What follows belongs to an exercise in optimizing a design on an open flow for small area and a short achievable clock period; a production flow would make more cautious choices.
Function was checked by simulation only, so behaviour that the tests miss may differ from the original.
Power figures rest on the tool's default switching activity, not on a simulated workload.

**design/flow/design.v**
```verilog
`timescale 1ns/100ps
package exStagePkg;
  typedef enum logic [6-1:0] {
    opRtype = 6'h00,
    opBeq   = 6'h04,
    opAddi  = 6'h08,
    opSlti  = 6'h0A,
    opAndi  = 6'h0C,
    opOri   = 6'h0D,
    opLw    = 6'h23,
    opSw    = 6'h2B
  } aluOpT;
  typedef enum logic [3:0] {
    aluAnd = 4'b0000,
    aluOr  = 4'b0001,
    aluAdd = 4'b0010,
    aluXor = 4'b0011,
    aluSub = 4'b0110,
    aluSlt = 4'b0111,
    aluSll = 4'b1000,
    aluSrl = 4'b1001,
    aluNor = 4'b1100
  } aluFuncT;
  typedef struct packed {
    logic regWrite;
    logic memToReg;
    logic branch;
    logic memRead;
    logic memWrite;
    logic regDst;
    logic aluSrc;
  } ctrlT;
  typedef struct packed {
    ctrlT                       ctrl;
    aluOpT                      aluOp;
    logic [32-1:0]     pcPlus4;
    logic [32-1:0]     readData1;
    logic [32-1:0]     readData2;
    logic [32-1:0]     signExt;
    logic [5-1:0] rt;
    logic [5-1:0] rd;
  } idExT;
  typedef struct packed {
    logic                       regWrite;
    logic                       memToReg;
    logic                       branch;
    logic                       memRead;
    logic                       memWrite;
    logic [32-1:0]     branchTarget;
    logic                       zero;
    logic [32-1:0]     aluResult;
    logic [32-1:0]     readData2;
    logic [5-1:0] writeReg;
  } exMemT;
endpackage
`timescale 1ns/100ps
module aluControl (
  input  exStagePkg::aluOpT                   aluOp,
  input  logic [6-1:0] funct,
  output exStagePkg::aluFuncT                 aluFunc
);
  localparam logic [6-1:0] FunctSll = 6'h00;
  localparam logic [6-1:0] FunctSrl = 6'h02;
  localparam logic [6-1:0] FunctAdd = 6'h20;
  localparam logic [6-1:0] FunctSub = 6'h22;
  localparam logic [6-1:0] FunctAnd = 6'h24;
  localparam logic [6-1:0] FunctOr  = 6'h25;
  localparam logic [6-1:0] FunctXor = 6'h26;
  localparam logic [6-1:0] FunctNor = 6'h27;
  localparam logic [6-1:0] FunctSlt = 6'h2A;
  exStagePkg::aluFuncT rtypeFunc;
  always_comb begin
    case (funct)
      FunctAdd: rtypeFunc = exStagePkg::aluAdd;
      FunctSub: rtypeFunc = exStagePkg::aluSub;
      FunctAnd: rtypeFunc = exStagePkg::aluAnd;
      FunctOr:  rtypeFunc = exStagePkg::aluOr;
      FunctXor: rtypeFunc = exStagePkg::aluXor;
      FunctNor: rtypeFunc = exStagePkg::aluNor;
      FunctSlt: rtypeFunc = exStagePkg::aluSlt;
      FunctSll: rtypeFunc = exStagePkg::aluSll;
      FunctSrl: rtypeFunc = exStagePkg::aluSrl;
      default:  rtypeFunc = exStagePkg::aluAdd;
    endcase
  end
  always_comb begin
    case (aluOp)
      exStagePkg::opRtype: aluFunc = rtypeFunc;
      exStagePkg::opAddi,
      exStagePkg::opLw,
      exStagePkg::opSw:    aluFunc = exStagePkg::aluAdd;
      exStagePkg::opAndi:  aluFunc = exStagePkg::aluAnd;
      exStagePkg::opOri:   aluFunc = exStagePkg::aluOr;
      exStagePkg::opSlti:  aluFunc = exStagePkg::aluSlt;
      exStagePkg::opBeq:   aluFunc = exStagePkg::aluSub;
      default: aluFunc = exStagePkg::aluAdd;
    endcase
  end
endmodule
`timescale 1ns/100ps
module alu32 (
  input  exStagePkg::aluFuncT                          aluFunc,
  input  logic [32-1:0]           a,
  input  logic [32-1:0]           b,
  input  logic [$clog2(32)-1:0]   shamt,
  output logic [32-1:0]           result,
  output logic                             zero
);
  logic [32-1:0] sum;
  logic [32-1:0] diff;
  logic                   lessThan;
  assign sum  = a + b;
  assign diff = a - b;
  assign lessThan = $signed(a) < $signed(b);
  always_comb begin
    case (aluFunc)
      exStagePkg::aluAnd: begin
        result = a & b;
      end
      exStagePkg::aluOr: begin
        result = a | b;
      end
      exStagePkg::aluAdd: begin
        result = sum;
      end
      exStagePkg::aluSub: begin
        result = diff;
      end
      exStagePkg::aluSlt: begin
        result = {{(32-1){1'b0}}, lessThan};
      end
      exStagePkg::aluNor: begin
        result = ~(a | b);
      end
      exStagePkg::aluXor: begin
        result = a ^ b;
      end
      exStagePkg::aluSll: begin
        result = b << shamt;
      end
      exStagePkg::aluSrl: begin
        result = b >> shamt;
      end
      default: begin
        result = sum;
      end
    endcase
  end
  assign zero = (result == '0);
endmodule
`timescale 1ns/100ps
module stageEx (
  input  exStagePkg::idExT  idEx,
  output exStagePkg::exMemT exMem
);
  exStagePkg::aluFuncT                     aluFunc;
  logic [32-1:0]      aluB;
  logic [32-1:0]      aluResult;
  logic                        zero;
  logic [32-1:0]      branchTarget;
  logic [5-1:0]  writeReg;
  assign aluB = idEx.ctrl.aluSrc ? idEx.signExt : idEx.readData2;
  assign writeReg = idEx.ctrl.regDst ? idEx.rd : idEx.rt;
  assign branchTarget = idEx.pcPlus4 + (idEx.signExt << 2);
  aluControl aluControl_i (
    .aluOp   (idEx.aluOp),
    .funct   (idEx.signExt[6-1:0]),
    .aluFunc (aluFunc)
  );
  alu32 alu32_i (
    .aluFunc (aluFunc),
    .a       (idEx.readData1),
    .b       (aluB),
    .shamt   (idEx.signExt[10:6]),
    .result  (aluResult),
    .zero    (zero)
  );
  always_comb begin
    exMem.regWrite     = idEx.ctrl.regWrite;
    exMem.memToReg     = idEx.ctrl.memToReg;
    exMem.branch       = idEx.ctrl.branch;
    exMem.memRead      = idEx.ctrl.memRead;
    exMem.memWrite     = idEx.ctrl.memWrite;
    exMem.branchTarget = branchTarget;
    exMem.zero         = zero;
    exMem.aluResult    = aluResult;
    exMem.readData2    = idEx.readData2;
    exMem.writeReg     = writeReg;
  end
endmodule
`timescale 1ns/100ps
module executeUnit (
  input  logic  Clk,
  input  logic  reset,
  input  exStagePkg::idExT  idExIn,
  output exStagePkg::exMemT exMemOut
);
  exStagePkg::idExT  idExQ;
  exStagePkg::exMemT exMemD;
  always_ff @(posedge Clk) begin
    if (reset) begin
      idExQ <= '0;
    end else begin
      idExQ <= idExIn;
    end
  end
  stageEx stageEx_i (
    .idEx  (idExQ),
    .exMem (exMemD)
  );
  always_ff @(posedge Clk) begin
    if (reset) begin
      exMemOut <= '0;
    end else begin
      exMemOut <= exMemD;
    end
  end
endmodule
```
**design/flow/run.sh**
```bash
#!/bin/bash
# synth_recipe.tcl (not shown) runs the flow's synth.tcl, then flattens the netlist and writes it again
# the make line also repeats each setting of config.mk as NAME=value (left out here)
make -C /OpenROAD-flow-scripts/flow DESIGN_CONFIG=/design/flow/config.mk WORK_HOME=/design/flow/orfs CLKGATE_MAP_FILE= SYNTH_SCRIPT=/design/flow/synth_recipe.tcl finish
```
**design/flow/config.mk**
```make
export PLATFORM = sky130hd
export DESIGN_NAME = executeUnit
export DESIGN_NICKNAME = executeUnit
export VERILOG_FILES = /design/flow/design.v
export SDC_FILE = /design/flow/constraint.sdc
export NUM_CORES = 4
export LEC_CHECK = 0
export CAP_MARGIN = 20
export CORE_MARGIN = 2
export CORE_UTILIZATION = 40
export SETUP_SLACK_MARGIN = 0.2
export SLEW_MARGIN = 20
```
**design/flow/constraint.sdc**
```tcl
create_clock -name core_clock -period 5.0 [get_ports {Clk}]
set_input_delay 1.0000 -clock core_clock [delete_from_list [all_inputs] [get_ports {Clk}]]
set_output_delay 1.0000 -clock core_clock [all_outputs]
set_load 0.01 [all_outputs]
```
==> flow_summary.ini <==
[pwr]
pwr-share-clk_pct = 34.1
switching_share_pct = 31.8
power_density_mw_per_mm2 = 269
seqPwrFrac_pct = 34.4
pwr-share-comb_pct = 31.5
irDropWorstVdd_mv = 0.241
internal_power_mw = 4.57
p_leak_nw = 10.3
p_switching_mw = 2.14

[placed_design]
port_buffers = 259
place_hpwl_mm = 58.6
gp_congestion = 0.996

[route]
post_drt_wl_per_cell_um = 22.8
drtAntennaViolNets = 0
drt_iter0_drc = 2038
drt_wl_total_mm = 74.9
route.detailed.drc = 0
via_count = 19500
viasPerCell = 5.92
drt-pass1-iter-count = 5

[yosys]
yosysSeqAreaShare_pct = 26.5
synth_seq_cells = 258
synth_cells = 2305
synthesis.nets = 2598
synthArstFlopShare_pct = 0
ys.warnings.count = 4
avgSynthCellArea_sq_um = 8.45
synth-main-ff-cell = dfxtp_1
synth_cell_types = 96
synth_edf_count = 0
syn_area_sq_mm = 0.0195

[timing]
final.setup_skew_ps = 13.7
fmax_ghz = 0.211
finalSetupTns_ps = 0
rsz0062_at_grt = false
hold-worst-slack_ps = 434
maxSlewViolCount = 0
layout_min_cycle_time_ps = 4730
setup-violations-final = 0
tightestPinTransition_ps = 1020
max-slew-margin-rel_pct = 31.5
period_share_pct = 94.6
report.final.hold_viol_count = 0

[floorplan]
die_x_um = 225
start_util_pct = 40.6
dieArea_sq_mm = 0.0505
die_h_um = 225
io_pins = 260
std_cell_rows = 80
core-area_sq_mm = 0.0479

[grt]
grt_max_degree = 143
antenna_found_initial = 0
grt_pass1_vias = 18800
grt-ovfl-total = 0
grt_pass1_wl_mm = 113
grtUsageTotal_pct = 28.7

[setup_path]
reg2regPathDepth = 16
r2r_setup_slack_ps = 270
r2r_start = idExQ[144]$_SDFF_PP0_
start_kind = flip-flop
worstSetupEndpointType = flip-flop
path_max_fanout = 12
worstPathRequired_ps = 5500
crit_arrival_ps = 5230
setup.worst_path.class = reg -> reg
r2r-end = exMemOut[69]$_SDFF_PP0_

[final_layout]
final_common_cell = clkdlybuf4s50_1
antennaDiodeCount = 0
area_growth_pct = 28.2
num-fill-cells = 4468
layout_common_cells = clkdlybuf4s50_1, dfxtp_1, nor2b_1, buf_4, nor2_1
nets = 2945
post-route-util_pct = 52.1
drive_above_1_share_pct = 14.8

[clock_tree]
root_buffer = clkbuf_16
post_cts_buffers = 0
clock-sinks = 258
htreeDepth = 1
cts_buffer_depth = 3
cts_hold_buf = 0
cts_tree = done
cts_resized = 0
cts_made_buffers = 29
worstSkewPairLatency_ps = 590
clk_pin_slew_ps = 60

[hold_path]
holdCritPathClass = reg -> reg
whs_path_depth = 1
worstHoldEndpoint = exMemOut[102]$_SDFF_PP0_
hp-start = idExQ[146]$_SDFF_PP0_

[run]
drv_cap = 0

[run_status]
outcome = finished clean
cells in the mapped netlist (all sizes together) (7+ instances only):
cell	count	area (sq um)
a211oi	41	308
mux4	62	1410
ha	137	1710
o221ai	8	70.1
xor2	18	158
a221oi	27	236
o31ai	18	135
nand3b	7	52.6
o21a	12	90.1
nor2b	222	1390
a32oi	8	70.1
xnor2	28	245
a2111oi	7	75.1
nand2	150	563
nor4	25	156
a221o	14	140
and2	18	115
a21oi	127	639
o22ai	21	131
a211o	13	114
a31oi	18	113
o211ai	33	248
and3	19	119
a22oi	22	165
a22o	9	78.8
a21o	32	240
nand2b	24	150
o21ai	110	551
nor3	49	245
o21bai	13	97.6
mux2	36	405
or2	10	62.6
clkbuf	104	390
nor2	184	698
nand4	15	93.8
or3	13	81.3
buf	47	245
dfxtp	258	5160
mux2i	96	961
or4	8	63.8
inv	112	420
nand3	36	180
o2111ai	9	85.1
per-stage QoR:
step                std cells  worst slack [ps]  power, mW  area [sq um]
floorplan                2305               224       3.49         19500
finish                   3286               271       6.71         25000
detailed placement       3236               340       4.40         23900
global placement         3236               429       4.40         23900
global route             3286               201       6.99         25000
CTS                      3286               347       6.71         24900
registers in the layout (all words and copies together), names as in the netlist:
name      count
idExQ       151
exMemOut    107
per-layer routing:
metal  up-vias  track usage [%]  part of all wire, %
li1       9069                -                    -
met1      9271             39.7                   44
met2       962             45.5                   44
met3       159             4.90                  8.7
met4         0             9.25                  3.4
met5         -                0                    0
worst max-delay path, stage by stage (launching register included):
cell       delay, ps
dfxtp_4          480
mux2_2           420
inv_1            140
ha_1             300
or2_2            320
a221oi_1         370
buf_4            200
o21a_1           110
or3_1            100
a21oi_1           60
a2111oi_0        370
a31oi_1          320
a2111oi_1        400
nand4_1          200
nor4_1           350
nand4_1          230
nor4b_2          280
kinds of logic (layout without fill, tap and decap cells):
logic type	count (synthesis)	in the layout	synth area share [%]
compound gates	602	602	21.2
xor+xnor	46	46	2.07
fa+ha+maj	140	140	9.11
buf+inv	266	632	5.48
flops	258	258	26.5
mux	194	194	14.3
simple gates	799	799	21.3
worst max path at each step:
stage / from / endpoint / cells after the start
global placement: idExQ[144]$_SDFF_PP0_ / exMemOut[69]$_SDFF_PP0_ / 18
CTS: idExQ[144]$_SDFF_PP0_ / exMemOut[69]$_SDFF_PP0_ / 16
finish: idExQ[144]$_SDFF_PP0_ / exMemOut[69]$_SDFF_PP0_ / 16
floorplan: idExQ[144]$_SDFF_PP0_ / exMemOut[69]$_SDFF_PP0_ / 23
global route: idExQ[144]$_SDFF_PP0_ / exMemOut[69]$_SDFF_PP0_ / 16
detailed placement: idExQ[144]$_SDFF_PP0_ / exMemOut[69]$_SDFF_PP0_ / 16
layout make-up:
class                   count  area (sq um)  area share (%)
flip-flops and latches    258          5180            20.7
multi-input cells        1781         13300            53.4
inverters                 115           432            1.73
well taps                 615           769            3.08
clock buffers              38           820            3.28
repair buffers            467          4220            16.9
clock inverters            12           211           0.847
power groups by stage:
stage / registers [mW] / clock network (mW) / logic [mW]
global placement: 2.34 / 0 / 2.05
finish: 2.31 / 2.29 / 2.11
CTS: 2.30 / 2.34 / 2.07
global route: 2.32 / 2.42 / 2.25
floorplan: 2.34 / 0 / 1.15
detailed placement: 2.35 / 0 / 2.05

## separate check: timing with driven ports
How much do the figures lean on ideal ports? The routed layout below was timed once more, with nothing changed but the port constraints.
Step 1, drivers: a clkbuf_16 drives Clk and a buf_2 each remaining input, both assumed.
Step 2 also shifts input and output timing later by t, the mid clock arrival at the registers, as if the neighbouring blocks saw the same clock.
a / b / c = ideal ports / drivers / drivers and shift; a / b = the first two.
t, ns: 0.652
setup slack, ns: 0.271 / 0.271 / 0.271
latest minus earliest clock arrival (ns): 0.014 / 0.014
slew at the worst register clock pin (ns): 0.06 / 0.06
After both steps setup and hold are still met in this run. The setup slack of this run moves by 0.000 ns with the drivers and by 0.000 ns with both steps.
